Source: an optimization exercise on an open RTL-to-GDS flow (aim: small area, a short achievable clock period and few clock cycles per item). Production flows keep margins and buffers that such runs may drop.
In this exercise RTL edits were held to simulation tests only and were not proved equivalent to the original.
Power figures rest on the tool's default switching activity, not on a simulated workload.

`design/flow/config.mk`:
```
export PLATFORM = sky130hd
export DESIGN_NAME = sparse_batch_accum
export DESIGN_NICKNAME = sparse_batch_accum
export VERILOG_FILES = /design/flow/design.v
export SDC_FILE = /design/flow/constraint.sdc
export NUM_CORES = 4
export LEC_CHECK = 0
export CAP_MARGIN = 20
export CORE_MARGIN = 2
export CORE_UTILIZATION = 55
export CTS_CLUSTER_DIAMETER = 80
export CTS_CLUSTER_SIZE = 25
export SETUP_SLACK_MARGIN = 5
export SLEW_MARGIN = 20
```
`design/flow/constraint.sdc`:
```
create_clock -name core_clock -period 8.0 [get_ports {clk}]
set_input_delay 1.6000 -clock core_clock [delete_from_list [all_inputs] [get_ports {clk}]]
set_output_delay 1.6000 -clock core_clock [all_outputs]
set_load 0.01 [all_outputs]
```
`design/flow/design.v`:
```
package sparse_batch_accum_pkg;
  localparam int DATA_W = 8;
  localparam int RES_W  = 32;
  localparam int IDX_W  = 4;
  localparam int BATCH  = 32;
  function automatic int bw(input int v);
    if (v <= 2) begin
      bw = 1;
    end else begin
      bw = $clog2(v);
    end
  endfunction
  typedef enum logic [1:0] {
    ACCUM = 2'd0,
    FLUSH = 2'd1,
    DRAIN = 2'd2
  } state_t;
endpackage
module sparse_add_raw #(
  parameter int PW    = 16,
  parameter int RES_W = 32
) (
  input  logic [RES_W-1:0] acc,
  input  logic [PW-1:0]    prod,
  output logic [RES_W-1:0] sum,
  output logic             ovf_p,
  output logic             ovf_n
);
  localparam int HW = RES_W - PW;
  logic [PW:0]   lo;
  logic [HW-1:0] hi, hi_inc, hi_dec;
  logic          c, s, up, dn;
  assign lo     = {1'b0, acc[PW-1:0]} + {1'b0, prod};
  assign hi     = acc[RES_W-1:PW];
  assign hi_inc = hi + 1'b1;
  assign hi_dec = hi - 1'b1;
  assign c      = lo[PW];
  assign s      = prod[PW-1];
  assign up     = c & ~s;
  assign dn     = s & ~c;
  assign ovf_p  = up & (hi == {1'b0, {(HW-1){1'b1}}});
  assign ovf_n  = dn & (hi == {1'b1, {(HW-1){1'b0}}});
  assign sum    = {(up ? hi_inc : (dn ? hi_dec : hi)), lo[PW-1:0]};
endmodule
module sparse_mac_stage #(
  parameter int DATA_W = sparse_batch_accum_pkg::DATA_W,
  parameter int RES_W  = sparse_batch_accum_pkg::RES_W
) (
  input  logic [RES_W-1:0]    acc_rd,
  input  logic                fwd,
  input  logic [RES_W-1:0]    prev_raw,
  input  logic                prev_sat_p,
  input  logic                prev_sat_n,
  input  logic [2*DATA_W-1:0] prod,
  output logic [RES_W-1:0]    res_raw,
  output logic                res_sat_p,
  output logic                res_sat_n,
  output logic                ovf
);
  localparam int PW = 2*DATA_W;
  localparam int HW = RES_W - PW;
  logic [RES_W-1:0] sum_a, sum_b, sum_c;
  logic             ovf_pa, ovf_na, ovf_pb, ovf_nb;
  logic             sel_a, sel_b, sel_c;
  logic             p_pos, p_neg, sat_pc, sat_nc, ovf_c;
  sparse_add_raw #(.PW(PW), .RES_W(RES_W)) u_add_a (
    .acc(acc_rd), .prod(prod), .sum(sum_a), .ovf_p(ovf_pa), .ovf_n(ovf_na)
  );
  sparse_add_raw #(.PW(PW), .RES_W(RES_W)) u_add_b (
    .acc(prev_raw), .prod(prod), .sum(sum_b), .ovf_p(ovf_pb), .ovf_n(ovf_nb)
  );
  assign p_neg  = prod[PW-1];
  assign p_pos  = ~prod[PW-1] & (|prod);
  assign sat_pc = prev_sat_p & p_pos;
  assign sat_nc = prev_sat_n & p_neg;
  assign ovf_c  = sat_pc | sat_nc;
  assign sum_c  = prev_sat_p ? {1'b0, {(HW-1){1'b1}}, prod - 1'b1} : {1'b1, {(HW-1){1'b0}}, prod};
  assign sel_a = ~fwd;
  assign sel_b = fwd & ~(prev_sat_p | prev_sat_n);
  assign sel_c = fwd & (prev_sat_p | prev_sat_n);
  always_comb begin
    res_raw   = ({RES_W{sel_a}} & sum_a) | ({RES_W{sel_b}} & sum_b) | ({RES_W{sel_c}} & sum_c);
    res_sat_p = (sel_a & ovf_pa) | (sel_b & ovf_pb) | (sel_c & sat_pc);
    res_sat_n = (sel_a & ovf_na) | (sel_b & ovf_nb) | (sel_c & sat_nc);
    ovf       = (sel_a & (ovf_pa | ovf_na)) | (sel_b & (ovf_pb | ovf_nb)) | (sel_c & ovf_c);
  end
endmodule
module sparse_mul_pp (
  input  logic [7:0]  a,
  input  logic [7:0]  b,
  output logic [15:0] r0,
  output logic [15:0] r1,
  output logic [15:0] r2,
  output logic [15:0] r3
);
  logic ps1;
  logic pc2;
  logic ps3;
  logic pc4;
  logic ps5;
  logic pc6;
  logic ps7;
  logic pc8;
  logic ps9;
  logic pc10;
  logic ps11;
  logic pc12;
  logic ps13;
  logic pc14;
  logic ps15;
  logic pc16;
  logic ps17;
  logic pc18;
  logic ps19;
  logic pc20;
  logic ps21;
  logic pc22;
  logic ps23;
  logic pc24;
  logic ps25;
  logic pc26;
  logic ps27;
  logic pc28;
  logic ps29;
  logic pc30;
  logic ps31;
  logic pc32;
  logic ps33;
  logic pc34;
  logic ps35;
  logic pc36;
  logic ps37;
  logic pc38;
  logic ps39;
  logic pc40;
  assign ps1 = (a[0] & b[6]) ^ (a[1] & b[5]);
  assign pc2 = (a[0] & b[6]) & (a[1] & b[5]);
  assign ps3 = (~(a[0] & b[7])) ^ (a[1] & b[6]) ^ (a[2] & b[5]);
  assign pc4 = ((~(a[0] & b[7])) & (a[1] & b[6])) | ((~(a[0] & b[7])) & (a[2] & b[5])) | ((a[1] & b[6]) & (a[2] & b[5]));
  assign ps5 = (a[3] & b[4]) ^ (a[4] & b[3]);
  assign pc6 = (a[3] & b[4]) & (a[4] & b[3]);
  assign ps7 = (~(a[1] & b[7])) ^ (a[2] & b[6]) ^ (a[3] & b[5]);
  assign pc8 = ((~(a[1] & b[7])) & (a[2] & b[6])) | ((~(a[1] & b[7])) & (a[3] & b[5])) | ((a[2] & b[6]) & (a[3] & b[5]));
  assign ps9 = (a[4] & b[4]) ^ (a[5] & b[3]) ^ (a[6] & b[2]);
  assign pc10 = ((a[4] & b[4]) & (a[5] & b[3])) | ((a[4] & b[4]) & (a[6] & b[2])) | ((a[5] & b[3]) & (a[6] & b[2]));
  assign ps11 = (~(a[2] & b[7])) ^ (a[3] & b[6]) ^ (a[4] & b[5]);
  assign pc12 = ((~(a[2] & b[7])) & (a[3] & b[6])) | ((~(a[2] & b[7])) & (a[4] & b[5])) | ((a[3] & b[6]) & (a[4] & b[5]));
  assign ps13 = (a[0] & b[4]) ^ (a[1] & b[3]);
  assign pc14 = (a[0] & b[4]) & (a[1] & b[3]);
  assign ps15 = (a[0] & b[5]) ^ (a[1] & b[4]) ^ (a[2] & b[3]);
  assign pc16 = ((a[0] & b[5]) & (a[1] & b[4])) | ((a[0] & b[5]) & (a[2] & b[3])) | ((a[1] & b[4]) & (a[2] & b[3]));
  assign ps17 = (a[3] & b[2]) ^ (a[4] & b[1]);
  assign pc18 = (a[3] & b[2]) & (a[4] & b[1]);
  assign ps19 = (a[2] & b[4]) ^ (a[3] & b[3]) ^ (a[4] & b[2]);
  assign pc20 = ((a[2] & b[4]) & (a[3] & b[3])) | ((a[2] & b[4]) & (a[4] & b[2])) | ((a[3] & b[3]) & (a[4] & b[2]));
  assign ps21 = (a[5] & b[1]) ^ (a[6] & b[0]) ^ ps1;
  assign pc22 = ((a[5] & b[1]) & (a[6] & b[0])) | ((a[5] & b[1]) & ps1) | ((a[6] & b[0]) & ps1);
  assign ps23 = (a[5] & b[2]) ^ (a[6] & b[1]) ^ (~(a[7] & b[0]));
  assign pc24 = ((a[5] & b[2]) & (a[6] & b[1])) | ((a[5] & b[2]) & (~(a[7] & b[0]))) | ((a[6] & b[1]) & (~(a[7] & b[0])));
  assign ps25 = ps3 ^ ps5 ^ pc2;
  assign pc26 = (ps3 & ps5) | (ps3 & pc2) | (ps5 & pc2);
  assign ps27 = (~(a[7] & b[1])) ^ 1'b1 ^ ps7;
  assign pc28 = ((~(a[7] & b[1])) & 1'b1) | ((~(a[7] & b[1])) & ps7) | (1'b1 & ps7);
  assign ps29 = ps9 ^ pc4 ^ pc6;
  assign pc30 = (ps9 & pc4) | (ps9 & pc6) | (pc4 & pc6);
  assign ps31 = (a[5] & b[4]) ^ (a[6] & b[3]) ^ (~(a[7] & b[2]));
  assign pc32 = ((a[5] & b[4]) & (a[6] & b[3])) | ((a[5] & b[4]) & (~(a[7] & b[2]))) | ((a[6] & b[3]) & (~(a[7] & b[2])));
  assign ps33 = ps11 ^ pc8 ^ pc10;
  assign pc34 = (ps11 & pc8) | (ps11 & pc10) | (pc8 & pc10);
  assign ps35 = (~(a[3] & b[7])) ^ (a[4] & b[6]) ^ (a[5] & b[5]);
  assign pc36 = ((~(a[3] & b[7])) & (a[4] & b[6])) | ((~(a[3] & b[7])) & (a[5] & b[5])) | ((a[4] & b[6]) & (a[5] & b[5]));
  assign ps37 = (a[6] & b[4]) ^ (~(a[7] & b[3])) ^ pc12;
  assign pc38 = ((a[6] & b[4]) & (~(a[7] & b[3]))) | ((a[6] & b[4]) & pc12) | ((~(a[7] & b[3])) & pc12);
  assign ps39 = (~(a[4] & b[7])) ^ (a[5] & b[6]) ^ (a[6] & b[5]);
  assign pc40 = ((~(a[4] & b[7])) & (a[5] & b[6])) | ((~(a[4] & b[7])) & (a[6] & b[5])) | ((a[5] & b[6]) & (a[6] & b[5]));
  assign r0[0] = (a[0] & b[0]);
  assign r0[1] = (a[0] & b[1]);
  assign r0[2] = (a[0] & b[2]);
  assign r0[3] = (a[0] & b[3]);
  assign r0[4] = (a[2] & b[2]);
  assign r0[5] = (a[5] & b[0]);
  assign r0[6] = ps19;
  assign r0[7] = ps23;
  assign r0[8] = ps27;
  assign r0[9] = ps31;
  assign r0[10] = ps35;
  assign r0[11] = (~(a[7] & b[4]));
  assign r0[12] = (~(a[5] & b[7]));
  assign r0[13] = (~(a[6] & b[7]));
  assign r0[14] = (a[7] & b[7]);
  assign r0[15] = 1'b1;
  assign r1[0] = 1'b0;
  assign r1[1] = (a[1] & b[0]);
  assign r1[2] = (a[1] & b[1]);
  assign r1[3] = (a[1] & b[2]);
  assign r1[4] = (a[3] & b[1]);
  assign r1[5] = ps15;
  assign r1[6] = ps21;
  assign r1[7] = ps25;
  assign r1[8] = ps29;
  assign r1[9] = ps33;
  assign r1[10] = ps37;
  assign r1[11] = ps39;
  assign r1[12] = (a[6] & b[6]);
  assign r1[13] = (~(a[7] & b[6]));
  assign r1[14] = 1'b0;
  assign r1[15] = 1'b0;
  assign r2[0] = 1'b0;
  assign r2[1] = 1'b0;
  assign r2[2] = (a[2] & b[0]);
  assign r2[3] = (a[2] & b[1]);
  assign r2[4] = (a[4] & b[0]);
  assign r2[5] = ps17;
  assign r2[6] = pc16;
  assign r2[7] = pc20;
  assign r2[8] = pc24;
  assign r2[9] = pc28;
  assign r2[10] = pc32;
  assign r2[11] = pc36;
  assign r2[12] = (~(a[7] & b[5]));
  assign r2[13] = 1'b0;
  assign r2[14] = 1'b0;
  assign r2[15] = 1'b0;
  assign r3[0] = 1'b0;
  assign r3[1] = 1'b0;
  assign r3[2] = 1'b0;
  assign r3[3] = (a[3] & b[0]);
  assign r3[4] = ps13;
  assign r3[5] = pc14;
  assign r3[6] = pc18;
  assign r3[7] = pc22;
  assign r3[8] = pc26;
  assign r3[9] = pc30;
  assign r3[10] = pc34;
  assign r3[11] = pc38;
  assign r3[12] = pc40;
  assign r3[13] = 1'b0;
  assign r3[14] = 1'b0;
  assign r3[15] = 1'b0;
endmodule
module sparse_mul_fin (
  input  logic [15:0] r0,
  input  logic [15:0] r1,
  input  logic [15:0] r2,
  input  logic [15:0] r3,
  output logic [15:0] prod
);
  logic [15:0] x0, x1;
  logic fs1;
  logic fc2;
  logic fs3;
  logic fc4;
  logic fs5;
  logic fc6;
  logic fs7;
  logic fc8;
  logic fs9;
  logic fc10;
  logic fs11;
  logic fc12;
  logic fs13;
  logic fc14;
  logic fs15;
  logic fc16;
  logic fs17;
  logic fc18;
  logic fs19;
  logic fc20;
  logic fs21;
  logic fc22;
  logic fs23;
  logic fc24;
  logic fs25;
  logic fc26;
  logic fs27;
  logic fc28;
  logic fs29;
  logic fc30;
  logic fs31;
  logic fc32;
  logic fs33;
  logic fc34;
  logic fs35;
  logic fc36;
  logic fs37;
  logic fc38;
  logic fs39;
  logic fc40;
  logic fs41;
  logic fc42;
  logic fs43;
  logic fc44;
  assign fs1 = r0[3] ^ r1[3];
  assign fc2 = r0[3] & r1[3];
  assign fs3 = r0[4] ^ r1[4] ^ r2[4];
  assign fc4 = (r0[4] & r1[4]) | (r0[4] & r2[4]) | (r1[4] & r2[4]);
  assign fs5 = r0[5] ^ r1[5] ^ r2[5];
  assign fc6 = (r0[5] & r1[5]) | (r0[5] & r2[5]) | (r1[5] & r2[5]);
  assign fs7 = r0[6] ^ r1[6] ^ r2[6];
  assign fc8 = (r0[6] & r1[6]) | (r0[6] & r2[6]) | (r1[6] & r2[6]);
  assign fs9 = r0[7] ^ r1[7] ^ r2[7];
  assign fc10 = (r0[7] & r1[7]) | (r0[7] & r2[7]) | (r1[7] & r2[7]);
  assign fs11 = r0[8] ^ r1[8] ^ r2[8];
  assign fc12 = (r0[8] & r1[8]) | (r0[8] & r2[8]) | (r1[8] & r2[8]);
  assign fs13 = r0[9] ^ r1[9] ^ r2[9];
  assign fc14 = (r0[9] & r1[9]) | (r0[9] & r2[9]) | (r1[9] & r2[9]);
  assign fs15 = r0[10] ^ r1[10] ^ r2[10];
  assign fc16 = (r0[10] & r1[10]) | (r0[10] & r2[10]) | (r1[10] & r2[10]);
  assign fs17 = r0[11] ^ r1[11] ^ r2[11];
  assign fc18 = (r0[11] & r1[11]) | (r0[11] & r2[11]) | (r1[11] & r2[11]);
  assign fs19 = r0[12] ^ r1[12] ^ r2[12];
  assign fc20 = (r0[12] & r1[12]) | (r0[12] & r2[12]) | (r1[12] & r2[12]);
  assign fs21 = r0[2] ^ r1[2];
  assign fc22 = r0[2] & r1[2];
  assign fs23 = r2[3] ^ r3[3] ^ fs1;
  assign fc24 = (r2[3] & r3[3]) | (r2[3] & fs1) | (r3[3] & fs1);
  assign fs25 = r3[4] ^ fs3 ^ fc2;
  assign fc26 = (r3[4] & fs3) | (r3[4] & fc2) | (fs3 & fc2);
  assign fs27 = r3[5] ^ fs5 ^ fc4;
  assign fc28 = (r3[5] & fs5) | (r3[5] & fc4) | (fs5 & fc4);
  assign fs29 = r3[6] ^ fs7 ^ fc6;
  assign fc30 = (r3[6] & fs7) | (r3[6] & fc6) | (fs7 & fc6);
  assign fs31 = r3[7] ^ fs9 ^ fc8;
  assign fc32 = (r3[7] & fs9) | (r3[7] & fc8) | (fs9 & fc8);
  assign fs33 = r3[8] ^ fs11 ^ fc10;
  assign fc34 = (r3[8] & fs11) | (r3[8] & fc10) | (fs11 & fc10);
  assign fs35 = r3[9] ^ fs13 ^ fc12;
  assign fc36 = (r3[9] & fs13) | (r3[9] & fc12) | (fs13 & fc12);
  assign fs37 = r3[10] ^ fs15 ^ fc14;
  assign fc38 = (r3[10] & fs15) | (r3[10] & fc14) | (fs15 & fc14);
  assign fs39 = r3[11] ^ fs17 ^ fc16;
  assign fc40 = (r3[11] & fs17) | (r3[11] & fc16) | (fs17 & fc16);
  assign fs41 = r3[12] ^ fs19 ^ fc18;
  assign fc42 = (r3[12] & fs19) | (r3[12] & fc18) | (fs19 & fc18);
  assign fs43 = r0[13] ^ r1[13] ^ fc20;
  assign fc44 = (r0[13] & r1[13]) | (r0[13] & fc20) | (r1[13] & fc20);
  assign x0[0] = r0[0];
  assign x1[0] = 1'b0;
  assign x0[1] = r0[1];
  assign x1[1] = r1[1];
  assign x0[2] = r2[2];
  assign x1[2] = fs21;
  assign x0[3] = fs23;
  assign x1[3] = fc22;
  assign x0[4] = fs25;
  assign x1[4] = fc24;
  assign x0[5] = fs27;
  assign x1[5] = fc26;
  assign x0[6] = fs29;
  assign x1[6] = fc28;
  assign x0[7] = fs31;
  assign x1[7] = fc30;
  assign x0[8] = fs33;
  assign x1[8] = fc32;
  assign x0[9] = fs35;
  assign x1[9] = fc34;
  assign x0[10] = fs37;
  assign x1[10] = fc36;
  assign x0[11] = fs39;
  assign x1[11] = fc38;
  assign x0[12] = fs41;
  assign x1[12] = fc40;
  assign x0[13] = fs43;
  assign x1[13] = fc42;
  assign x0[14] = r0[14];
  assign x1[14] = fc44;
  assign x0[15] = r0[15];
  assign x1[15] = 1'b0;
  assign prod = x0 + x1;
endmodule
module sparse_batch_accum #(
  parameter int DATA_W = sparse_batch_accum_pkg::DATA_W,
  parameter int RES_W  = sparse_batch_accum_pkg::RES_W,
  parameter int IDX_W  = sparse_batch_accum_pkg::IDX_W,
  parameter int BATCH  = sparse_batch_accum_pkg::BATCH
) (
  input  logic              clk,
  input  logic              rst,
  input  logic              in_valid,
  output logic              in_ready,
  input  logic [DATA_W-1:0] in_data,
  input  logic [DATA_W-1:0] in_weight,
  input  logic [IDX_W-1:0]  in_idx,
  input  logic              in_last,
  output logic              out_valid,
  input  logic              out_ready,
  output logic [RES_W-1:0]  out_data,
  output logic [IDX_W-1:0]  out_idx,
  output logic              out_last,
  output logic [sparse_batch_accum_pkg::bw(BATCH+1)-1:0] sample_cnt
  , output logic            sat_flag
);
  localparam int NACC  = 2**IDX_W;
  localparam int CNT_W = sparse_batch_accum_pkg::bw(BATCH+1);
  localparam int PW    = 2*DATA_W;
  typedef enum logic [2:0] {
    ACCUM = 3'd0,
    WAIT1 = 3'd1,
    WAIT2 = 3'd2,
    LOAD  = 3'd3,
    DRAIN = 3'd4
  } st_t;
  st_t                state, state_nxt;
  logic               accept, handshake, done;
  logic               last_sample;
  logic               i_valid;
  logic [IDX_W-1:0]   i_idx, i_idx_nxt;
  logic [PW-1:0]      i_r0, i_r1, i_r2, i_r3, pp_r0, pp_r1, pp_r2, pp_r3;
  logic [PW-1:0]      prod;
  logic               s1_valid;
  logic [IDX_W-1:0]   s1_idx;
  logic [PW-1:0]      s1_prod;
  logic [RES_W-1:0]   s1_acc;
  logic               s1_fwd;
  logic               s1_load;
  logic               s2_valid;
  logic [IDX_W-1:0]   s2_idx;
  logic [RES_W-1:0]   s2_raw, s2_res;
  logic               s2_sat_p, s2_sat_n;
  logic [RES_W-1:0]   acc [NACC];
  logic [NACC-1:0]    acc_vld;
  logic [RES_W-1:0]   rd_val;
  logic [RES_W-1:0]   add_raw;
  logic               add_sat_p, add_sat_n, add_ovf;
  assign accept    = in_valid & in_ready;
  assign handshake = out_valid & out_ready;
  assign done      = handshake & out_last;
  assign last_sample = (sample_cnt == CNT_W'(BATCH - 1));
  always_comb begin
    state_nxt = state;
    i_idx_nxt = in_idx;
    case (state)
      ACCUM: begin
        if (accept && in_last && last_sample) state_nxt = WAIT1;
      end
      WAIT1: begin
        state_nxt = WAIT2;
        i_idx_nxt = '0;
      end
      WAIT2: begin
        state_nxt = LOAD;
        i_idx_nxt = '0;
      end
      LOAD: begin
        state_nxt = DRAIN;
        i_idx_nxt = IDX_W'(1);
      end
      DRAIN: begin
        i_idx_nxt = handshake ? i_idx + 1'b1 : i_idx;
        if (done) state_nxt = ACCUM;
      end
      default: begin
        state_nxt = ACCUM;
      end
    endcase
  end
  always_ff @(posedge clk or posedge rst) begin
    if (rst) begin
      state      <= ACCUM;
      in_ready   <= 1'b0;
      out_valid  <= 1'b0;
      out_last   <= 1'b0;
      out_idx    <= '0;
      sample_cnt <= '0;
      i_valid    <= 1'b0;
      s1_valid   <= 1'b0;
      s2_valid   <= 1'b0;
      acc_vld    <= '0;
    end else begin
      state     <= state_nxt;
      in_ready  <= (state_nxt == ACCUM);
      out_valid <= (state_nxt == DRAIN);
      if (state == LOAD) begin
        out_idx  <= '0;
        out_last <= 1'b0;
      end else if (handshake) begin
        out_idx  <= out_idx + 1'b1;
        out_last <= (out_idx == IDX_W'(NACC - 2));
      end
      if (done) begin
        sample_cnt <= '0;
      end else if (accept && in_last) begin
        sample_cnt <= sample_cnt + 1'b1;
      end
      i_valid  <= accept;
      s1_valid <= i_valid;
      s2_valid <= s1_valid;
      if (done) begin
        acc_vld <= '0;
      end else if (s2_valid) begin
        acc_vld[s2_idx] <= 1'b1;
      end
    end
  end
  always_ff @(posedge clk or posedge rst) begin
    if (rst) begin
      sat_flag <= 1'b0;
    end else if (done) begin
      sat_flag <= 1'b0;
    end else if (s1_valid && add_ovf) begin
      sat_flag <= 1'b1;
    end
  end
  sparse_mul_pp u_pp (
    .a(in_data), .b(in_weight), .r0(pp_r0), .r1(pp_r1), .r2(pp_r2), .r3(pp_r3)
  );
  always_ff @(posedge clk) begin
    i_idx <= i_idx_nxt;
    i_r0  <= pp_r0;
    i_r1  <= pp_r1;
    i_r2  <= pp_r2;
    i_r3  <= pp_r3;
  end
  sparse_mul_fin u_fin (.r0(i_r0), .r1(i_r1), .r2(i_r2), .r3(i_r3), .prod(prod));
  always_comb begin
    if (s2_valid && (s2_idx == i_idx)) begin
      rd_val = s2_res;
    end else if (acc_vld[i_idx]) begin
      rd_val = acc[i_idx];
    end else begin
      rd_val = '0;
    end
  end
  assign s1_load = (state != DRAIN) | out_ready;
  always_ff @(posedge clk) begin
    s1_idx  <= i_idx;
    s1_prod <= prod;
    s1_fwd  <= s1_valid & (s1_idx == i_idx);
    if (s1_load) begin
      s1_acc <= rd_val;
    end
  end
  assign out_data = s1_acc;
  sparse_mac_stage #(.DATA_W(DATA_W), .RES_W(RES_W)) u_mac (
    .acc_rd(s1_acc), .fwd(s1_fwd), .prev_raw(s2_raw), .prev_sat_p(s2_sat_p),
    .prev_sat_n(s2_sat_n), .prod(s1_prod), .res_raw(add_raw), .res_sat_p(add_sat_p),
    .res_sat_n(add_sat_n), .ovf(add_ovf)
  );
  always_ff @(posedge clk) begin
    s2_idx   <= s1_idx;
    s2_raw   <= add_raw;
    s2_sat_p <= add_sat_p;
    s2_sat_n <= add_sat_n;
  end
  always_comb begin
    if (s2_sat_p) begin
      s2_res = {1'b0, {(RES_W-1){1'b1}}};
    end else if (s2_sat_n) begin
      s2_res = {1'b1, {(RES_W-1){1'b0}}};
    end else begin
      s2_res = s2_raw;
    end
  end
  always_ff @(posedge clk) begin
    if (s2_valid) begin
      acc[s2_idx] <= s2_res;
    end
  end
endmodule
```
`design/flow/flow/run.sh`:
```
#!/bin/bash
set -euo pipefail
bash standard.sh SETUP_SLACK_MARGIN=5.5 finish > flow_standard.log 2>&1
```
`design/flow/standard.sh`:
```
#!/bin/bash
# synth_recipe.tcl (not shown) runs the flow's synth.tcl, then flattens the netlist and writes it again
# the make line also repeats each setting of config.mk as NAME=value (left out here)
make -C /OpenROAD-flow-scripts/flow DESIGN_CONFIG=/design/flow/config.mk WORK_HOME=/design/flow/orfs CLKGATE_MAP_FILE= SYNTH_SCRIPT=/design/flow/synth_recipe.tcl "${@:-finish}"
```
==> results of run 1 <==
[power by group]
part | internal, W | leakage [nW] | switching [W]
Combinational | 0.00302 | 5.65 | 0.00346
Clock | 0.000945 | 0.559 | 0.00119
Sequential | 0.00490 | 6.34 | 0.000418
[timing repair]
item                                    CTS  global route
resized for setup                       373           133
pin swaps                                55            44
setup buffers                            84            25
cloned                                    2             4
endpoints found under the setup margin  240           168
[flip-flops by register name, summed over array words and instances (netlist names), 3 cells and up, named ones only]
name,flops
s1_idx,4
i_r3,10
s1_prod,16
i_idx,4
s1_acc,32
i_r1,13
s2_idx,4
sample_cnt,6
s2_raw,32
state,3
i_r0,15
i_r2,11
acc_vld,16
out_idx,4
acc,512
[cell type report]
cell class / count / area, um2
multi-input combinational: 1063 / 11300
timing repair buffer: 217 / 1940
clock inverter: 14 / 169
inverter: 112 / 420
clock buffer: 49 / 992
fill: 3971 / 19600
tap: 748 / 936
sequential: 696 / 19600
[cells in the final DEF, fill, tap and decap left out, types with 16 or more instances in the layout]
| cell type | synthesis | layout |
|---|---|---|
| sky130_fd_sc_hd__buf_6 | 0 | 47 |
| sky130_fd_sc_hd__xor2_1 | 46 | 43 |
| sky130_fd_sc_hd__inv_1 | 111 | 106 |
| sky130_fd_sc_hd__a21o_1 | 19 | 18 |
| sky130_fd_sc_hd__mux2i_1 | 19 | 17 |
| sky130_fd_sc_hd__and2_1 | 43 | 38 |
| sky130_fd_sc_hd__fa_1 | 38 | 29 |
| sky130_fd_sc_hd__ha_1 | 69 | 51 |
| sky130_fd_sc_hd__edfxtp_1 | 548 | 548 |
| sky130_fd_sc_hd__nor3_1 | 26 | 20 |
| sky130_fd_sc_hd__dfrtp_1 | 36 | 35 |
| sky130_fd_sc_hd__xnor2_1 | 49 | 45 |
| sky130_fd_sc_hd__a21oi_1 | 100 | 80 |
| sky130_fd_sc_hd__o21ai_0 | 61 | 29 |
| sky130_fd_sc_hd__o21ai_1 | 2 | 19 |
| sky130_fd_sc_hd__nor2_1 | 96 | 81 |
| sky130_fd_sc_hd__nand2_1 | 93 | 89 |
| sky130_fd_sc_hd__mux4_2 | 165 | 165 |
| sky130_fd_sc_hd__clkbuf_16 | 0 | 41 |
| sky130_fd_sc_hd__buf_4 | 0 | 112 |
| sky130_fd_sc_hd__nand3_1 | 58 | 34 |
| sky130_fd_sc_hd__nand3_2 | 0 | 16 |
| sky130_fd_sc_hd__buf_2 | 9 | 33 |
| sky130_fd_sc_hd__a21oi_2 | 4 | 17 |
| sky130_fd_sc_hd__dfxtp_1 | 112 | 99 |
[logic make-up (layout without fill, tap and decap cells)]
family | Yosys count | after routing | synth area share [%]
DFF | 696 | 696 | 64.3
muxes | 189 | 189 | 13.0
AOI/OAI and AO/OA | 273 | 274 | 5.74
adders and majority gates | 107 | 107 | 5.32
xor gates and xnor gates | 95 | 95 | 2.73
and+or+nand+nor | 398 | 398 | 6.48
buffers and inverters | 198 | 392 | 2.48
[per-layer routing]
metal,share of wire [%],track usage (%),vias to the layer above
li1,-,-,7786
met1,43,39.7,9207
met2,48,44.6,536
met3,5.9,3.88,114
met4,3.1,8.37,0
met5,0,0,-
[critical path, delay by kind of cell (launching register included)]
kind	cells	cell delay, ps
xor gates and xnor gates	1	270
adders and majority gates	3	1270
DFF	1	340
buffers and inverters	2	90
and+or+nand+nor	1	40
AOI/OAI and AO/OA	6	1140
[how the worst max path moves through the flow]
stage / slack [ps] / to / start
global route: 4660 / s1_prod[13] / i_r0[4]
CTS: 4790 / s1_prod[13] / i_r0[4]
global placement: 4480 / i_r1[8] / in_data[6]
floorplan: 5030 / s1_acc[0] / out_ready
detailed placement: 4440 / i_r1[8] / in_weight[2]
finish: 4750 / s1_prod[13] / i_r0[4]
[metrics by stage]
| stage | power (W) | utilization, % | cells | setup WS [ps] |
|---|---|---|---|---|
| finish | 0.0139 | 64.3 | 2899 | 4750 |
| global route | 0.0146 | 64.3 | 2899 | 4660 |
| CTS | 0.0135 | 63.0 | 2870 | 4790 |
| detailed placement | 0.0107 | 59.0 | 2721 | 4440 |
| global placement | 0.0106 | 59.0 | 2721 | 4480 |
| floorplan | 0.00909 | - | 1956 | 5030 |
==> run summary, run 1 <==
WORST SETUP PATH
---------------------------------------------------------------------------------
Element type at the critical path start ............................     register
Slowest Stage Delay on Critical Path ...............................       530 ps
Biggest fanout along the worst timing path .........................            3
Critical-path cell list ............................................ inv_2 -> fa_1 -> fa_1 -> inv_2 -> ha_4 -> a21oi_4 -> nor2_2 -> o21a_1 -> o311a_1 -> o21a_1 -> o21ai_2 -> a21oi_2 -> xor2_2
Worst Setup End Kind ...............................................     register
FF-to-FF setup slack ...............................................      4750 ps
Endpoint arrival time on the critical path .........................      3740 ps
Slowest stage cell, crit path ...................................... sky130_fd_sc_hd__fa_1
Worst R2R Start ....................................................      i_r0[4]
Crit Path Category ................................................. register to register
Worst r2r dst ......................................................  s1_prod[13]
Cell depth of the worst flop-to-flop path ..........................           13
Data required time at the worst endpoint ...........................      8480 ps

LOGIC SYNTHESIS
---------------------------------------------------------------------------------
Share of the synthesized area in the top cell type .................        54.0%
Most common library cells after synthesis .......................... 548 x sky130_fd_sc_hd__edfxtp_1, 165 x sky130_fd_sc_hd__mux4_2, 112 x sky130_fd_sc_hd__dfxtp_1
Nets in the synthesized netlist ....................................         2088
Distinct cell type count of the synthesized netlist ................           77
Mapped Cells .......................................................         1956
Cell types occupying the most area after synthesis ................. sky130_fd_sc_hd__edfxtp_1 54%, sky130_fd_sc_hd__mux4_2 12%, sky130_fd_sc_hd__dfxtp_1 7.4%
Proportion of synthesized chip area in sequential cells ............        64.3%
Avg Synthesized Cell Area ..........................................     15.6 um2
Synthesis-stage register bit count .................................          696
Post-synth design cell area ........................................    30500 um2
Top cell type by total area after synthesis ........................ sky130_fd_sc_hd__edfxtp_1
EDFF count, synth ..................................................          548
Number of warnings reported in the yosys synthesis log .............            2
Most common cell in the netlist .................................... sky130_fd_sc_hd__edfxtp_1
Post-synth ARST share ..............................................        5.17%
Top_reg_cell synth ................................................. sky130_fd_sc_hd__edfxtp_1

TIMING
---------------------------------------------------------------------------------
Final total negative setup slack ...................................         0 ps
Worst hold slack ...................................................       361 ps
Highest Clock Rate .................................................      307 MHz
Final period util ..................................................        40.7%
RSZ-0062 raised after global routing ...............................          yes
Total setup violations reported at the end of the flow .............            0
Hold Vio Cnt, Final ................................................            0
Crit path time final ...............................................      3250 ps
Post-route clock skew ..............................................      30.5 ps
Relative slew margins ..............................................        38.3%
Pins Over Slew Limit ...............................................            0
Worst-margin pin slew ..............................................       925 ps

PLACED DESIGN
---------------------------------------------------------------------------------
Final GP Congestion ................................................        0.905
Port Buffer Count ..................................................           70
DPL Wire Length ....................................................     44500 um
Cell area reported after detailed placement ........................    32400 um2

ROUTE
---------------------------------------------------------------------------------
Vias ...............................................................        17600
DRC viols ..........................................................            0
Detailed-route vias per instance ...................................         6.09
Count of antenna-violating nets left after detailed routing ........            0
Sum of routed wire length over all layers ..........................     78400 um
Wire per inst ......................................................      27.0 um
Initial DRC Count ..................................................         1720
Count of TritonRoute iterations in the first routing pass ..........            5

FLOORPLAN
---------------------------------------------------------------------------------
Die W ..............................................................       239 um
Die footprint ......................................................    57400 um2
Area of the core region ............................................    55000 um2
Boundary Pins ......................................................           71
Placement Rows .....................................................           86
Chip Height ........................................................       239 um
Initial standard-cell utilization of the core ......................        55.5%

CELLS AND AREA
---------------------------------------------------------------------------------
Share of cells above drive strength 1 ..............................        29.2%
NumNets Final ......................................................         2259
Area growth from synthesis to layout ...............................        16.0%
Diode count ........................................................            0
Final Instance Area ................................................    35400 um2

HOLD PATH
---------------------------------------------------------------------------------
Hold-critical path endpoint ........................................     s1_valid
Worst hold-check path type ......................................... register to register
Number of cells on the worst hold path .............................            0
Source of the worst hold timing path ...............................      i_valid

CTS
---------------------------------------------------------------------------------
Clock latency of the later-clocked register in the worst-skew pair .       610 ps
Clock tree from TritonCTS ..........................................        built
Count of hold buffers inserted by post-cts repair ..................            0
Longest Clk Path Bufs ..............................................            3
CTS clock-pin slew for the worst setup and hold paths ..............       100 ps
H-tree level count .................................................            2
TritonCTS buffer count .............................................           37
Number of clock sinks ..............................................          696
Clock tree root buffer cell ........................................ sky130_fd_sc_hd__clkbuf_16

GRT
---------------------------------------------------------------------------------
Pin count of the biggest net entering global routing ...............           66
Grt ovf ............................................................            0
Global-route wire length before repair .............................    115000 um
Tot GR Track Use ...................................................        27.7%
Antenna violations before repair ...................................            2
Via count of the first global-routing pass .........................        18100

POWER
---------------------------------------------------------------------------------
Lkg Pwr ............................................................      12.5 nW
Power per Cell Area ................................................   394 nW/um2
Maximum ir drop on the vdd rail ....................................     0.246 mV

OUTCOME
---------------------------------------------------------------------------------
Run status ......................................................... complete, no violations

JOB
---------------------------------------------------------------------------------
Max_cap viols ......................................................            0

Testbench counts, summed over its fixed seeds: cycles 5,258, items 4,650.
==> run 2: changes to the inputs <==
--- a/design/flow/design.v
+++ b/design/flow/design.v
@@ -16,6 +16,33 @@
     DRAIN = 2'd2
   } state_t;
 endpackage
+module sparse_ks_add #(
+  parameter int W = 16
+) (
+  input  logic [W-1:0] a,
+  input  logic [W-1:0] b,
+  output logic [W-1:0] sum,
+  output logic         cout
+);
+  localparam int L = $clog2(W);
+  logic [W-1:0] g [L+1];
+  logic [W-1:0] p [L+1];
+  assign g[0] = a & b;
+  assign p[0] = a ^ b;
+  for (genvar l = 0; l < L; l++) begin : g_lvl
+    for (genvar i = 0; i < W; i++) begin : g_bit
+      if (i >= (1 << l)) begin : g_op
+        assign g[l+1][i] = g[l][i] | (p[l][i] & g[l][i-(1<<l)]);
+        assign p[l+1][i] = p[l][i] & p[l][i-(1<<l)];
+      end else begin : g_pass
+        assign g[l+1][i] = g[l][i];
+        assign p[l+1][i] = p[l][i];
+      end
+    end
+  end
+  assign sum  = p[0] ^ {g[L][W-2:0], 1'b0};
+  assign cout = g[L][W-1];
+endmodule
 module sparse_add_raw #(
   parameter int PW    = 16,
   parameter int RES_W = 32
@@ -28,19 +55,19 @@
 );
   localparam int HW = RES_W - PW;
   logic [PW:0]   lo;
-  logic [HW-1:0] hi, hi_inc, hi_dec;
-  logic          c, s, up, dn;
-  assign lo     = {1'b0, acc[PW-1:0]} + {1'b0, prod};
+  logic [HW-1:0] hi, hi_c1, hi_c0;
+  logic          c, s, top_p, bot_n;
+  sparse_ks_add #(.W(PW)) u_lo (.a(acc[PW-1:0]), .b(prod), .sum(lo[PW-1:0]), .cout(lo[PW]));
   assign hi     = acc[RES_W-1:PW];
-  assign hi_inc = hi + 1'b1;
-  assign hi_dec = hi - 1'b1;
   assign c      = lo[PW];
   assign s      = prod[PW-1];
-  assign up     = c & ~s;
-  assign dn     = s & ~c;
-  assign ovf_p  = up & (hi == {1'b0, {(HW-1){1'b1}}});
-  assign ovf_n  = dn & (hi == {1'b1, {(HW-1){1'b0}}});
-  assign sum    = {(up ? hi_inc : (dn ? hi_dec : hi)), lo[PW-1:0]};
+  assign hi_c1  = s ? hi : hi + 1'b1;
+  assign hi_c0  = s ? hi - 1'b1 : hi;
+  assign top_p  = ~s & (hi == {1'b0, {(HW-1){1'b1}}});
+  assign bot_n  = s & (hi == {1'b1, {(HW-1){1'b0}}});
+  assign ovf_p  = c & top_p;
+  assign ovf_n  = ~c & bot_n;
+  assign sum    = {(c ? hi_c1 : hi_c0), lo[PW-1:0]};
 endmodule
 module sparse_mac_stage #(
   parameter int DATA_W = sparse_batch_accum_pkg::DATA_W,
@@ -366,7 +393,8 @@
   assign x1[14] = fc44;
   assign x0[15] = r0[15];
   assign x1[15] = 1'b0;
-  assign prod = x0 + x1;
+  logic        unused_cout;
+  sparse_ks_add #(.W(16)) u_cpa (.a(x0), .b(x1), .sum(prod), .cout(unused_cout));
 endmodule
 module sparse_batch_accum #(
   parameter int DATA_W = sparse_batch_accum_pkg::DATA_W,
@@ -393,12 +421,11 @@
   localparam int NACC  = 2**IDX_W;
   localparam int CNT_W = sparse_batch_accum_pkg::bw(BATCH+1);
   localparam int PW    = 2*DATA_W;
-  typedef enum logic [2:0] {
-    ACCUM = 3'd0,
-    WAIT1 = 3'd1,
-    WAIT2 = 3'd2,
-    LOAD  = 3'd3,
-    DRAIN = 3'd4
+  typedef enum logic [1:0] {
+    ACCUM = 2'd0,
+    WAIT  = 2'd1,
+    LOAD  = 2'd2,
+    DRAIN = 2'd3
   } st_t;
   st_t                state, state_nxt;
   logic               accept, handshake, done;
@@ -431,19 +458,19 @@
     i_idx_nxt = in_idx;
     case (state)
       ACCUM: begin
-        if (accept && in_last && last_sample) state_nxt = WAIT1;
-      end
-      WAIT1: begin
-        state_nxt = WAIT2;
-        i_idx_nxt = '0;
+        if (accept && in_last && last_sample) state_nxt = WAIT;
       end
-      WAIT2: begin
+      WAIT: begin
         state_nxt = LOAD;
         i_idx_nxt = '0;
       end
       LOAD: begin
-        state_nxt = DRAIN;
-        i_idx_nxt = IDX_W'(1);
+        if (s1_valid && (s1_idx == '0)) begin
+          i_idx_nxt = '0;
+        end else begin
+          state_nxt = DRAIN;
+          i_idx_nxt = IDX_W'(1);
+        end
       end
       DRAIN: begin
         i_idx_nxt = handshake ? i_idx + 1'b1 : i_idx;
@@ -470,7 +497,7 @@
       state     <= state_nxt;
       in_ready  <= (state_nxt == ACCUM);
       out_valid <= (state_nxt == DRAIN);
-      if (state == LOAD) begin
+      if (state != DRAIN) begin
         out_idx  <= '0;
         out_last <= 1'b0;
       end else if (handshake) begin
==> run summary, run 2 <==
CELLS AND AREA
----------------------------------------------------------------------------------
Leading cell types in the layout, fill and taps excluded ............ 548 x sky130_fd_sc_hd__edfxtp_1, 166 x sky130_fd_sc_hd__mux4_2, 136 x sky130_fd_sc_hd__buf_4   was 548 x sky130_fd_sc_hd__edfxtp_1, 165 x sky130_fd_sc_hd__mux4_2, 112 x sky130_fd_sc_hd__buf_4
# fillers ...........................................................         3987   was 3971
Share of cells above drive strength 1 ...............................        28.9%   was 29.2%
Area growth from synthesis to layout ................................        16.2%   was 16.0%
Registers with the most flip-flops .................................. acc x512, s1_acc x32, s2_raw x32   unchanged
Flip-flop count of the largest register, all copies and words added .          512   unchanged
NumNets Final .......................................................         2286   was 2259
Top reg by flops ....................................................          acc   unchanged
Util after Layout ...................................................        64.5%   was 64.3%
Final Instance Area .................................................    35500 um2   was 35400 um2
Commonest non-fill, non-tap cell in the layout ...................... sky130_fd_sc_hd__edfxtp_1   unchanged

WORST SETUP PATH
----------------------------------------------------------------------------------
Slowest Stage Delay on Critical Path ................................       500 ps   was 530 ps
Kind of cell adding the most delay to the critical path .............   flip-flops   was adder cells
Crit Path Category .................................................. register to primary output   was register to register
Biggest fanout along the worst timing path ..........................            2   was 3
Cell depth of the worst flop-to-flop path ...........................           12   was 13
Worst R2R Start .....................................................    s1_acc[5]   was i_r0[4]
Most Frequent Cell on Critical Path ................................. sky130_fd_sc_hd__buf_6
Worst r2r dst .......................................................   s2_raw[17]   was s1_prod[13]
Worst Setup End Kind ................................................ primary output   was register
Data required time at the worst endpoint ............................      6400 ps   was 8480 ps
Number of buffers and inverters on the critical path ................            2   unchanged
Critical-path cell list ............................................. buf_6 -> buf_6   was inv_2 -> fa_1 -> fa_1 -> inv_2 -> ha_4 -> a21oi_4 -> nor2_2 -> o21a_1 -> o311a_1 -> o21a_1 -> o21ai_2 -> a21oi_2 -> xor2_2
FF-to-FF setup slack ................................................      5070 ps   was 4750 ps
Endpoint arrival time on the critical path ..........................      1400 ps   was 3740 ps
Element type at the critical path start .............................     register   unchanged
Slowest stage cell, crit path ....................................... sky130_fd_sc_hd__edfxtp_1   was sky130_fd_sc_hd__fa_1

CTS
----------------------------------------------------------------------------------
Clock tree root buffer cell ......................................... sky130_fd_sc_hd__clkbuf_16   unchanged
Longest Clk Path Bufs ...............................................            3   unchanged
Clock latency of the later-clocked register in the worst-skew pair ..       620 ps   was 610 ps
Clock tree from TritonCTS ...........................................        built   unchanged
CTS clock-pin slew for the worst setup and hold paths ...............        90 ps   was 100 ps
Count of hold buffers inserted by post-cts repair ...................            0   unchanged
Number of clock sinks ...............................................          695   was 696
TritonCTS buffer count ..............................................           39   was 37
H-tree level count ..................................................            2   unchanged

PLACED DESIGN
----------------------------------------------------------------------------------
DPL Wire Length .....................................................     43100 um   was 44500 um
Cell area reported after detailed placement .........................    32400 um2   about the same
Port Buffer Count ...................................................           70   unchanged
Final GP Congestion .................................................        0.889   was 0.905

LOGIC SYNTHESIS
----------------------------------------------------------------------------------
Synthesis-stage register bit count ..................................          695   was 696
Cell types occupying the most area after synthesis .................. sky130_fd_sc_hd__edfxtp_1 54%, sky130_fd_sc_hd__mux4_2 12%, sky130_fd_sc_hd__dfxtp_1 7.3%   was sky130_fd_sc_hd__edfxtp_1 54%, sky130_fd_sc_hd__mux4_2 12%, sky130_fd_sc_hd__dfxtp_1 7.4%
Share of the synthesized area in the top cell type ..................        53.9%   was 54.0%
Avg Synthesized Cell Area ...........................................     15.6 um2   about the same
Distinct cell type count of the synthesized netlist .................           76   was 77
Top_reg_cell synth .................................................. sky130_fd_sc_hd__edfxtp_1   unchanged
Number of warnings reported in the yosys synthesis log ..............            5   was 2
EDFF count, synth ...................................................          548   unchanged
Post-synth ARST share ...............................................        5.04%   was 5.17%
Most common library cells after synthesis ........................... 548 x sky130_fd_sc_hd__edfxtp_1, 165 x sky130_fd_sc_hd__mux4_2, 112 x sky130_fd_sc_hd__dfxtp_1   unchanged
Top cell type by total area after synthesis ......................... sky130_fd_sc_hd__edfxtp_1   unchanged
Proportion of synthesized chip area in sequential cells .............        64.1%   was 64.3%
Most common cell in the netlist ..................................... sky130_fd_sc_hd__edfxtp_1   unchanged
Mapped Cells ........................................................         1951   was 1956
Post-synth design cell area .........................................    30500 um2   about the same
Nets in the synthesized netlist .....................................         2084   was 2088

POWER
----------------------------------------------------------------------------------
Share of power burned in registers ..................................        37.0%   was 38.2%
Power per Cell Area .................................................   399 nW/um2   was 394 nW/um2
Switching pwr .......................................................    0.00530 W   was 0.00507 W
Maximum ir drop on the vdd rail .....................................     0.226 mV   was 0.246 mV
Share of total power consumed by net switching ......................        37.4%   was 36.3%
Clock group share of total power ....................................        15.4%   was 15.3%
Internal portion of total power .....................................    0.00886 W   was 0.00887 W
Logic pwr share .....................................................        47.7%   was 46.5%
Total power .........................................................     0.0142 W   was 0.0139 W
Lkg Pwr .............................................................      12.6 nW   was 12.5 nW

TIMING
----------------------------------------------------------------------------------
Highest Clock Rate ..................................................      334 MHz   was 307 MHz
Relative slew margins ...............................................        30.8%   was 38.3%
Post-route clock skew ...............................................      53.9 ps   was 30.5 ps
Pins Over Slew Limit ................................................            0   unchanged
Total setup violations reported at the end of the flow ..............            0   unchanged
Crit path time final ................................................      3000 ps   was 3250 ps
RSZ-0062 raised after global routing ................................          yes   unchanged
Worst-margin pin slew ...............................................      1030 ps   was 925 ps
Final period util ...................................................        37.5%   was 40.7%
Final total negative setup slack ....................................         0 ps   unchanged
Hold Vio Cnt, Final .................................................            0   unchanged

FLOORPLAN
----------------------------------------------------------------------------------
Placement Rows ......................................................           86   unchanged
Die footprint .......................................................    57400 um2   about the same
Area of the core region .............................................    55000 um2   unchanged
Boundary Pins .......................................................           71   unchanged
Die W ...............................................................       240 um   was 239 um
Chip Height .........................................................       240 um   was 239 um
Initial standard-cell utilization of the core .......................        55.5%   about the same

GRT
----------------------------------------------------------------------------------
Via count of the first global-routing pass ..........................        17900   was 18100
Antenna violations before repair ....................................            1   was 2
Tot GR Track Use ....................................................        28.3%   was 27.7%
Grt ovf .............................................................            0   unchanged
Global-route wire length before repair ..............................    118000 um   was 115000 um
Pin count of the biggest net entering global routing ................           68   was 66

OUTCOME
----------------------------------------------------------------------------------
Run status .......................................................... complete, no violations   unchanged

HOLD PATH
----------------------------------------------------------------------------------
Source of the worst hold timing path ................................      i_valid   unchanged
Worst hold-check path type .......................................... register to register   unchanged
Hold-critical path endpoint .........................................     s1_valid   unchanged
Number of cells on the worst hold path ..............................            0   unchanged

ROUTE
----------------------------------------------------------------------------------
Detailed-route vias per instance ....................................         6.21   was 6.09
Sum of routed wire length over all layers ...........................     80000 um   was 78400 um
Count of antenna-violating nets left after detailed routing .........            0   unchanged
DRC viols ...........................................................            0   unchanged
Vias ................................................................        18100   was 17600
Count of TritonRoute iterations in the first routing pass ...........            6   was 5
Wire per inst .......................................................      27.4 um   was 27.0 um
Initial DRC Count ...................................................         2003   was 1720

JOB
----------------------------------------------------------------------------------
Max_cap viols .......................................................            0   unchanged

==> run 2: cell types whose count changed after synthesis, sizes merged, moves of 5 or more <==
cell	change
a21oi	-36
nor3	+5
a32oi	-8
nor2b	+12
and3	+9
inv	-23
xnor2	-8
or4	+7
a31oi	+9
nand2	-9
==> run 2: power by group through the flow <==
stage	Clock, W	Combinational, W	Sequential [W]
global route	0.00234	0.00726	0.00527
detailed placement	0	0.00516	0.00547
CTS	0.00223	0.00624	0.00522
finish	0.00218	0.00675	0.00524
global placement	0	0.00510	0.00547
floorplan	0	0.00389	0.00512
==> run 2: how the worst max path moves through the flow <==
stage,from,endpoint,slack [ps],cells after the start
2_1_floorplan,s2_raw[21],s2_raw[31],5180,8
3_3_place_gp,s1_acc[8],s2_raw[29],4320,9
3_5_place_dp,s1_acc[0],s2_raw[29],4250,11
4_1_cts,s1_acc[23],out_data[23],5010,1
5_1_grt,s1_acc[22],out_data[22],4960,2
6_report,s1_acc[22],out_data[22],5000,2
==> run 2: layout make-up <==
| cell class | instances | area [um2] | area share (%) |
|---|---|---|---|
| timing repair buffer | 242 | 2130 | 6.02 |
| multi-input combinational | 1086 | 11300 | 31.7 |
| clock buffer | 41 | 993 | 2.80 |
| tap | 748 | 936 | 2.64 |
| clock inverter | 13 | 183 | 0.515 |
| sequential | 695 | 19600 | 55.3 |
| inverter | 89 | 338 | 0.952 |
| antenna | 2 | 5.00 | 0.0141 |
==> run 2: layer usage <==
metal	part of all wire, %	vias up	track usage, %
li1	-	7904	-
met1	43	9428	42.3
met2	48	685	44.5
met3	7.1	101	4.11
met4	2.1	0	6.50
met5	0	-	0
==> run 2: what timing repair did <==
item / 4_1_cts / 5_1_grt
setup endpoints to repair: 312 / 136
cloned: 7 / 4
gates resized for setup: 323 / 103
buffers inserted: 110 / 29
pin swaps: 30 / 17
==> run 2: worst reg2reg max path: stages (launching register included) <==
cell                       delay (ps)
sky130_fd_sc_hd__edfxtp_1         550
sky130_fd_sc_hd__buf_6            190
sky130_fd_sc_hd__buf_6            110
sky130_fd_sc_hd__ha_4             160
sky130_fd_sc_hd__nor3_1           430
sky130_fd_sc_hd__a211oi_2         140
sky130_fd_sc_hd__o211ai_1         170
sky130_fd_sc_hd__buf_4            210
sky130_fd_sc_hd__buf_12           130
sky130_fd_sc_hd__nand2_8           80
sky130_fd_sc_hd__mux2_4           320
sky130_fd_sc_hd__mux2i_4          180
sky130_fd_sc_hd__o221ai_2         110
==> run 2: logic make-up (layout without fill, tap and decap cells) <==
kind of cell               after synthesis  in the layout  synth area share, %
muxes                                  195            197                 13.2
other                                    0              2                    0
AOI/OAI and AO/OA                      257            257                 5.43
adders and majority gates              108            108                 5.36
buffers and inverters                  176            385                 2.19
and+or+nand+nor                        434            438                 7.22
DFF                                    695            695                 64.1
xor gates and xnor gates                86             86                 2.47
==> run 2: per-stage QoR <==
stage / setup slack, ps / hold WS, ps / instances
2_1_floorplan: 5180 / 309 / 1951
5_1_grt: 4960 / 379 / 2914
6_report: 5000 / 362 / 2916
3_3_place_gp: 4320 / 346 / 2710
3_5_place_dp: 4250 / 337 / 2710
4_1_cts: 5010 / 365 / 2881
Testbench counts of run 2, summed over its fixed seeds: cycles 5,226, items 4,650.
==> run 3: changes to the inputs <==
--- a/design/flow/config.mk
+++ b/design/flow/config.mk
@@ -5,6 +5,7 @@
 export SDC_FILE = /design/flow/constraint.sdc
 export NUM_CORES = 4
 export LEC_CHECK = 0
+export ABC_AREA = 1
 export CAP_MARGIN = 20
 export CORE_MARGIN = 2
 export CORE_UTILIZATION = 55
==> run summary, run 3 <==
OUTCOME
----------------------------------------------------------------------------------
Run status .......................................................... complete, no violations   unchanged

CTS
----------------------------------------------------------------------------------
Clock latency of the later-clocked register in the worst-skew pair ..       610 ps   was 620 ps
Count of hold buffers inserted by post-cts repair ...................            0   unchanged
Longest Clk Path Bufs ...............................................            3   unchanged
CTS clock-pin slew for the worst setup and hold paths ...............       100 ps   was 90 ps
TritonCTS buffer count ..............................................           36   was 39
Clock tree root buffer cell ......................................... sky130_fd_sc_hd__clkbuf_16   unchanged
Clock tree from TritonCTS ...........................................        built   unchanged
Number of clock sinks ...............................................          695   unchanged
H-tree level count ..................................................            2   unchanged

LOGIC SYNTHESIS
----------------------------------------------------------------------------------
Number of warnings reported in the yosys synthesis log ..............            5   unchanged
Most common cell in the netlist ..................................... sky130_fd_sc_hd__nand2_1   was sky130_fd_sc_hd__edfxtp_1
Post-Synth Simple-Gate Area .........................................        12.4%   was 7.22%
Area share of xor/xnor cells in the synthesized design ..............        1.54%   was 2.47%
Avg Synthesized Cell Area ...........................................     10.3 um2   was 15.6 um2
Top cell type by total area after synthesis ......................... sky130_fd_sc_hd__edfxtp_1   unchanged
Post-synth ARST share ...............................................        5.04%   unchanged
Synthesis-stage register bit count ..................................          695   unchanged
Most common library cells after synthesis ........................... 591 x sky130_fd_sc_hd__nand2_1, 548 x sky130_fd_sc_hd__edfxtp_1, 353 x sky130_fd_sc_hd__o21ai_0   was 548 x sky130_fd_sc_hd__edfxtp_1, 165 x sky130_fd_sc_hd__mux4_2, 112 x sky130_fd_sc_hd__dfxtp_1
Top_reg_cell synth .................................................. sky130_fd_sc_hd__edfxtp_1   unchanged
EDFF count, synth ...................................................          548   unchanged
Share of the synthesized area in the top cell type ..................        49.8%   was 53.9%
Cell types occupying the most area after synthesis .................. sky130_fd_sc_hd__edfxtp_1 50%, sky130_fd_sc_hd__dfxtp_1 6.8%, sky130_fd_sc_hd__nand2_1 6.7%   was sky130_fd_sc_hd__edfxtp_1 54%, sky130_fd_sc_hd__mux4_2 12%, sky130_fd_sc_hd__dfxtp_1 7.3%
Nets in the synthesized netlist .....................................         3339   was 2084
Area fraction in compound gates after synthesis .....................        11.6%   was 5.43%
Adder-cell share of the synthesized area ............................        4.95%   was 5.36%
Dominant combinational cell family by area after synthesis .......... simple AND/OR/NAND/NOR gates   was multiplexers
Post-synth design cell area .........................................    33100 um2   was 30500 um2
Multiplexer share of the synthesized area ...........................        3.87%   was 13.2%
Proportion of synthesized chip area in sequential cells .............        59.2%   was 64.1%
Distinct cell type count of the synthesized netlist .................           51   was 76
Mapped Cells ........................................................         3206   was 1951

WORST SETUP PATH
----------------------------------------------------------------------------------
Kind of cell adding the most delay to the critical path .............   flip-flops   unchanged
Biggest fanout along the worst timing path ..........................            2   unchanged
Slowest stage cell, crit path ....................................... sky130_fd_sc_hd__edfxtp_1   unchanged
Slowest Stage Delay on Critical Path ................................       530 ps   was 500 ps
Worst Setup End Kind ................................................ primary output   unchanged
Cell depth of the worst flop-to-flop path ...........................            8   was 12
Critical-path cell list .............................................        buf_2   was buf_6 -> buf_6
FF-to-FF setup slack ................................................      5420 ps   was 5070 ps
Data required time at the worst endpoint ............................      6400 ps   about the same
Worst r2r dst .......................................................  s1_prod[10]   was s2_raw[17]
Element type at the critical path start .............................     register   unchanged
Crit Path Category .................................................. register to primary output   unchanged
Endpoint arrival time on the critical path ..........................      1340 ps   was 1400 ps
Number of buffers and inverters on the critical path ................            1   was 2
Worst R2R Start .....................................................      i_r2[5]   was s1_acc[5]

PLACED DESIGN
----------------------------------------------------------------------------------
Final GP Congestion .................................................        0.907   was 0.889
Post-placement setup slack ..........................................      4440 ps   was 4250 ps
Port Buffer Count ...................................................           70   unchanged
DPL Wire Length .....................................................     53100 um   was 43100 um
# placed instances ..................................................         3932   was 2710

FLOORPLAN
----------------------------------------------------------------------------------
Boundary Pins .......................................................           71   unchanged
Chip Height .........................................................       249 um   was 240 um
Area of the core region .............................................    59200 um2   was 55000 um2
Placement Rows ......................................................           89   was 86
Die W ...............................................................       249 um   was 240 um
Initial standard-cell utilization of the core .......................        55.8%   was 55.5%
Die footprint .......................................................    62100 um2   was 57400 um2

POWER
----------------------------------------------------------------------------------
Maximum ir drop on the vdd rail .....................................     0.268 mV   was 0.226 mV
Clock group share of total power ....................................        14.2%   was 15.4%
Power per Cell Area .................................................   392 nW/um2   was 399 nW/um2
Switching pwr .......................................................    0.00628 W   was 0.00530 W
Internal portion of total power .....................................    0.00816 W   was 0.00886 W
Lkg Pwr .............................................................      14.7 nW   was 12.6 nW
Share of power burned in registers ..................................        36.2%   was 37.0%
Logic pwr share .....................................................        49.6%   was 47.7%
Share of total power consumed by net switching ......................        43.5%   was 37.4%

TIMING
----------------------------------------------------------------------------------
Relative slew margins ...............................................        33.0%   was 30.8%
Setup WS post-layout ................................................      5060 ps   was 5000 ps
Hold Vio Cnt, Final .................................................            0   unchanged
Final total negative setup slack ....................................         0 ps   unchanged
Worst hold slack ....................................................       330 ps   was 362 ps
Post-route clock skew ...............................................      32.7 ps   was 53.9 ps
RSZ-0062 raised after global routing ................................          yes   unchanged
Worst-margin pin slew ...............................................       980 ps   was 1030 ps
Crit path time final ................................................      2940 ps   was 3000 ps
Final period util ...................................................        36.8%   was 37.5%
Pins Over Slew Limit ................................................            0   unchanged
Highest Clock Rate ..................................................      340 MHz   was 334 MHz
Total setup violations reported at the end of the flow ..............            0   unchanged

ROUTE
----------------------------------------------------------------------------------
Wire per inst .......................................................      21.8 um   was 27.4 um
Sum of routed wire length over all layers ...........................     88800 um   was 80000 um
Count of antenna-violating nets left after detailed routing .........            0   unchanged
Vias ................................................................        23600   was 18100
Count of TritonRoute iterations in the first routing pass ...........            5   was 6
DRC viols ...........................................................            0   unchanged
Initial DRC Count ...................................................         2222   was 2003
Detailed-route vias per instance ....................................         5.80   was 6.21

CELLS AND AREA
----------------------------------------------------------------------------------
Diode count .........................................................            0   was 2
Share of cells above drive strength 1 ...............................        12.1%   was 28.9%
Area growth from synthesis to layout ................................        11.2%   was 16.2%
Flip-flop count of the largest register, all copies and words added .          512   unchanged
Registers with the most flip-flops .................................. acc x512, s1_acc x32, s2_raw x32   unchanged
Commonest non-fill, non-tap cell in the layout ...................... sky130_fd_sc_hd__nand2_1   was sky130_fd_sc_hd__edfxtp_1
NumNets Final .......................................................         3418   was 2286
# fillers ...........................................................         4867   was 3987
Leading cell types in the layout, fill and taps excluded ............ 559 x sky130_fd_sc_hd__nand2_1, 548 x sky130_fd_sc_hd__edfxtp_1, 340 x sky130_fd_sc_hd__o21ai_0   was 548 x sky130_fd_sc_hd__edfxtp_1, 166 x sky130_fd_sc_hd__mux4_2, 136 x sky130_fd_sc_hd__buf_4
Util after Layout ...................................................        62.1%   was 64.5%
Top reg by flops ....................................................          acc   unchanged
Number of standard cells in the final layout excluding fillers ......         4078   was 2916

GRT
----------------------------------------------------------------------------------
Global-route wire length before repair ..............................    134000 um   was 118000 um
Grt ovf .............................................................            0   unchanged
Pin count of the biggest net entering global routing ................           88   was 68
Via count of the first global-routing pass ..........................        22800   was 17900
Antenna violations before repair ....................................            0   was 1
Tot GR Track Use ....................................................        28.1%   was 28.3%

HOLD PATH
----------------------------------------------------------------------------------
Source of the worst hold timing path ................................      i_r0[0]   was i_valid
Hold-critical path endpoint .........................................   s1_prod[0]   was s1_valid
Number of cells on the worst hold path ..............................            0   unchanged
Worst hold-check path type .......................................... register to register   unchanged

JOB
----------------------------------------------------------------------------------
Max_cap viols .......................................................            0   unchanged

[run 3: routing by layer]
metal / vias to the layer above / track usage (%) / part of all wire [%]
met5: - / 0 / 0
met4: 0 / 9.12 / 3.1
met3: 144 / 2.50 / 5.7
met2: 803 / 48.0 / 49
met1: 11500 / 38.1 / 42
li1: 11200 / - / -
[run 3: what timing repair did]
item / 4_1_cts / 5_1_grt
buffers inserted: 51 / 32
pin swaps: 26 / 46
setup endpoints to repair: 157 / 132
cloned: 3 / 2
resized for setup: 310 / 132
[run 3: worst max-delay path by stage]
stage / start / endpoint / slack [ps] / cells after the start
6_report: s1_acc[13] / out_data[13] / 5060 / 1
5_1_grt: s1_acc[10] / out_data[10] / 5040 / 1
4_1_cts: s1_acc[9] / out_data[9] / 5010 / 1
3_5_place_dp: in_weight[2] / i_r1[8] / 4440 / 5
3_3_place_gp: in_weight[2] / i_r1[8] / 4510 / 5
2_1_floorplan: in_weight[5] / i_r1[7] / 5110 / 5
[run 3: layout make-up]
| cell class | count | area [um2] | area share [%] |
|---|---|---|---|
| Clock buffer | 48 | 946 | 2.57 |
| Clock inverter | 10 | 125 | 0.340 |
| Inverter | 339 | 1310 | 3.55 |
| Multi-Input combinational cell | 2007 | 12100 | 32.9 |
| Sequential cell | 695 | 19600 | 53.3 |
| Tap cell | 773 | 967 | 2.63 |
| Timing Repair Buffer | 205 | 1730 | 4.69 |
| Timing Repair inverter | 1 | 7.51 | 0.0204 |
[run 3: logic make-up (layout without fill, tap and decap cells)]
family	after synthesis	in the layout
DFF	695	695
and+or+nand+nor	997	997
muxes	128	128
buffers and inverters	504	603
xor gates and xnor gates	58	58
adders and majority gates	108	108
AOI/OAI and AO/OA	716	716
[run 3: stage by stage]
step | power, W | instance area [um2]
2_1_floorplan | 0.00953 | 33300
3_3_place_gp | 0.0114 | 34400
3_5_place_dp | 0.0115 | 34400
4_1_cts | 0.0140 | 36100
5_1_grt | 0.0154 | 36800
6_report | 0.0144 | 36800
[run 3: power groups by stage]
stage / clock (W) / combinational [W] / sequential, W
5_1_grt: 0.00221 / 0.00789 / 0.00526
3_5_place_dp: 0 / 0.00604 / 0.00548
2_1_floorplan: 0 / 0.00445 / 0.00508
3_3_place_gp: 0 / 0.00595 / 0.00548
6_report: 0.00205 / 0.00716 / 0.00522
4_1_cts: 0.00209 / 0.00665 / 0.00524
==> run 4: changes to the inputs <==
==> design/flow/flow/run.sh (replaced) <==
#!/bin/bash
set -euo pipefail
bash standard.sh SETUP_SLACK_MARGIN=5.8 finish > flow_standard.log 2>&1
--- a/design/flow/config.mk
+++ b/design/flow/config.mk
@@ -5,7 +5,6 @@
 export SDC_FILE = /design/flow/constraint.sdc
 export NUM_CORES = 4
 export LEC_CHECK = 0
-export ABC_AREA = 1
 export CAP_MARGIN = 20
 export CORE_MARGIN = 2
 export CORE_UTILIZATION = 55
==> run summary, run 4 <==
TIMING
---------------------------------------------------------------------
Worst-margin pin slew ..................................      1170 ps   was 980 ps
Pins Over Slew Limit ...................................            0   unchanged
Final total negative setup slack .......................         0 ps   unchanged
Final period util ......................................        38.4%   was 36.8%
Hold Vio Cnt, Final ....................................            0   unchanged
RSZ-0062 raised after global routing ...................          yes   unchanged

FLOORPLAN
---------------------------------------------------------------------
Placement Rows .........................................           86   was 89
Die W ..................................................       240 um   was 249 um
Die footprint ..........................................    57400 um2   was 62100 um2
Chip Height ............................................       240 um   was 249 um

LOGIC SYNTHESIS
---------------------------------------------------------------------
Share of the synthesized area in the top cell type .....        53.9%   was 49.8%
Post-synth design cell area ............................    30500 um2   was 33100 um2
Number of warnings reported in the yosys synthesis log .            5   unchanged
Top cell type by total area after synthesis ............ sky130_fd_sc_hd__edfxtp_1   unchanged
Most common library cells after synthesis .............. 548 x sky130_fd_sc_hd__edfxtp_1, 165 x sky130_fd_sc_hd__mux4_2, 112 x sky130_fd_sc_hd__dfxtp_1   was 591 x sky130_fd_sc_hd__nand2_1, 548 x sky130_fd_sc_hd__edfxtp_1, 353 x sky130_fd_sc_hd__o21ai_0

GRT
---------------------------------------------------------------------
Global-route wire length before repair .................    121000 um   was 134000 um
Antenna violations before repair .......................            2   was 0

WORST SETUP PATH
---------------------------------------------------------------------
FF-to-FF setup slack ...................................      4930 ps   was 5420 ps
Worst Setup End Kind ...................................     register   was primary output
Worst r2r dst ..........................................  s1_prod[15]   was s1_prod[10]
Worst R2R Start ........................................      i_r2[4]   was i_r2[5]

CTS
---------------------------------------------------------------------
TritonCTS buffer count .................................           39   was 36
Number of clock sinks ..................................          695   unchanged
H-tree level count .....................................            2   unchanged
Clock tree from TritonCTS ..............................        built   unchanged

JOB
---------------------------------------------------------------------
Max_cap viols ..........................................            0   unchanged

CELLS AND AREA
---------------------------------------------------------------------
Area growth from synthesis to layout ...................        22.0%   was 11.2%
Share of cells above drive strength 1 ..................        36.0%   was 12.1%
Diode count ............................................            0   unchanged

PLACED DESIGN
---------------------------------------------------------------------
Final GP Congestion ....................................        0.871   was 0.907
DPL Wire Length ........................................     43200 um   was 53100 um

OUTCOME
---------------------------------------------------------------------
Run status ............................................. complete, no violations   unchanged

HOLD PATH
---------------------------------------------------------------------
Number of cells on the worst hold path .................            0   unchanged

POWER
---------------------------------------------------------------------
Power per Cell Area ....................................   416 nW/um2   was 392 nW/um2

## run 4: cell type report
cell class | count | area share, %
flip-flops and latches | 695 | 52.7
clock inverters | 17 | 0.813
multi-input cells | 1083 | 32.4
clock buffers | 42 | 2.65
well taps | 748 | 2.51
inverters | 89 | 0.911
repair buffers | 277 | 7.99
## run 4: worst max-delay path, stage by stage (launching register included)
cell,delay (ps)
sky130_fd_sc_hd__dfxtp_2,330
sky130_fd_sc_hd__inv_2,30
sky130_fd_sc_hd__fa_1,510
sky130_fd_sc_hd__fa_1,530
sky130_fd_sc_hd__inv_2,50
sky130_fd_sc_hd__ha_4,230
sky130_fd_sc_hd__a21oi_4,160
sky130_fd_sc_hd__nor2b_2,60
sky130_fd_sc_hd__o21a_1,190
sky130_fd_sc_hd__o311a_1,340
sky130_fd_sc_hd__nor3_2,140
sky130_fd_sc_hd__nor3_2,80
sky130_fd_sc_hd__a31oi_2,290
## run 4: power breakdown
group	switching [W]	internal, W	total (W)
sequential	0.000515	0.00477	0.00528
combinational	0.00407	0.00386	0.00793
clock	0.00127	0.00103	0.00230
## run 4: logic make-up (layout without fill, tap and decap cells)
kind of cell | Yosys count | after routing | share of synthesized area [%]
simple gates | 434 | 437 | 7.22
xor+xnor | 86 | 86 | 2.47
fa+ha+maj | 108 | 108 | 5.36
buf+inv | 176 | 425 | 2.19
compound gates | 257 | 257 | 5.43
flops | 695 | 695 | 64.1
mux | 195 | 195 | 13.2
## run 4: through the flow
stage	worst slack, ps	cell area, um2	std cells	hold WS, ps	power (W)
2_1_floorplan	5150	31200	1951	309	0.00913
3_3_place_gp	4260	32700	2707	344	0.0107
3_5_place_dp	4290	32700	2707	343	0.0107
4_1_cts	4940	36100	2901	358	0.0147
5_1_grt	4830	37200	2951	378	0.0162
6_report	4930	37200	2951	354	0.0155
## run 4: timing repair
action                                  CTS  global route
gates cloned                             14             2
pin swaps                                62            55
setup buffers                           121            48
hold buffers                              0             0
resized for setup                       528           173
endpoints found under the setup margin  946           471
## run 4: worst min path at each step
stage	slack, ps	start	endpoint
3_5_place_dp	340	i_r0[0]	s1_prod[0]
3_3_place_gp	340	i_r0[0]	s1_prod[0]
4_1_cts	360	i_valid	s1_valid
5_1_grt	380	i_valid	s1_valid
2_1_floorplan	310	i_r0[0]	s1_prod[0]
6_report	350	i_valid	s1_valid
## run 4: metal layers
metal | track usage, % | up-vias | wire length (um)
met3 | 3.48 | 101 | 5790
met2 | 47.0 | 744 | 40200
met4 | 6.04 | 0 | 1680
met5 | 0 | - | 0
li1 | - | 7982 | -
met1 | 43.1 | 9638 | 34700

[separate check: timing with driven ports]
How much do the figures lean on ideal ports? The routed layouts below were timed once more, with nothing changed but the port constraints.
Step 1 sets driving cells, clkbuf_16 on the clock port and buf_2 on the other inputs (assumed; they add their load-dependent delay and slew).
Step 2, shift: input delay + t, output delay - t, t = (earliest + latest rising clock arrival at the registers) / 2. This alone moves slack from input paths to output paths.
Slacks: ideal / step 1 / step 2; pairs: ideal / step 1.
run	t (ns)	slack for setup (ns)
run 1	0.651	4.747 / 4.747 / 4.747
run 2	0.656	5.003 / 4.941 / 4.904
run 3	0.653	5.060 / 4.998 / 4.914
run 4	0.677	4.932 / 4.908 / 4.932
After both steps setup and hold are still met in every run listed.
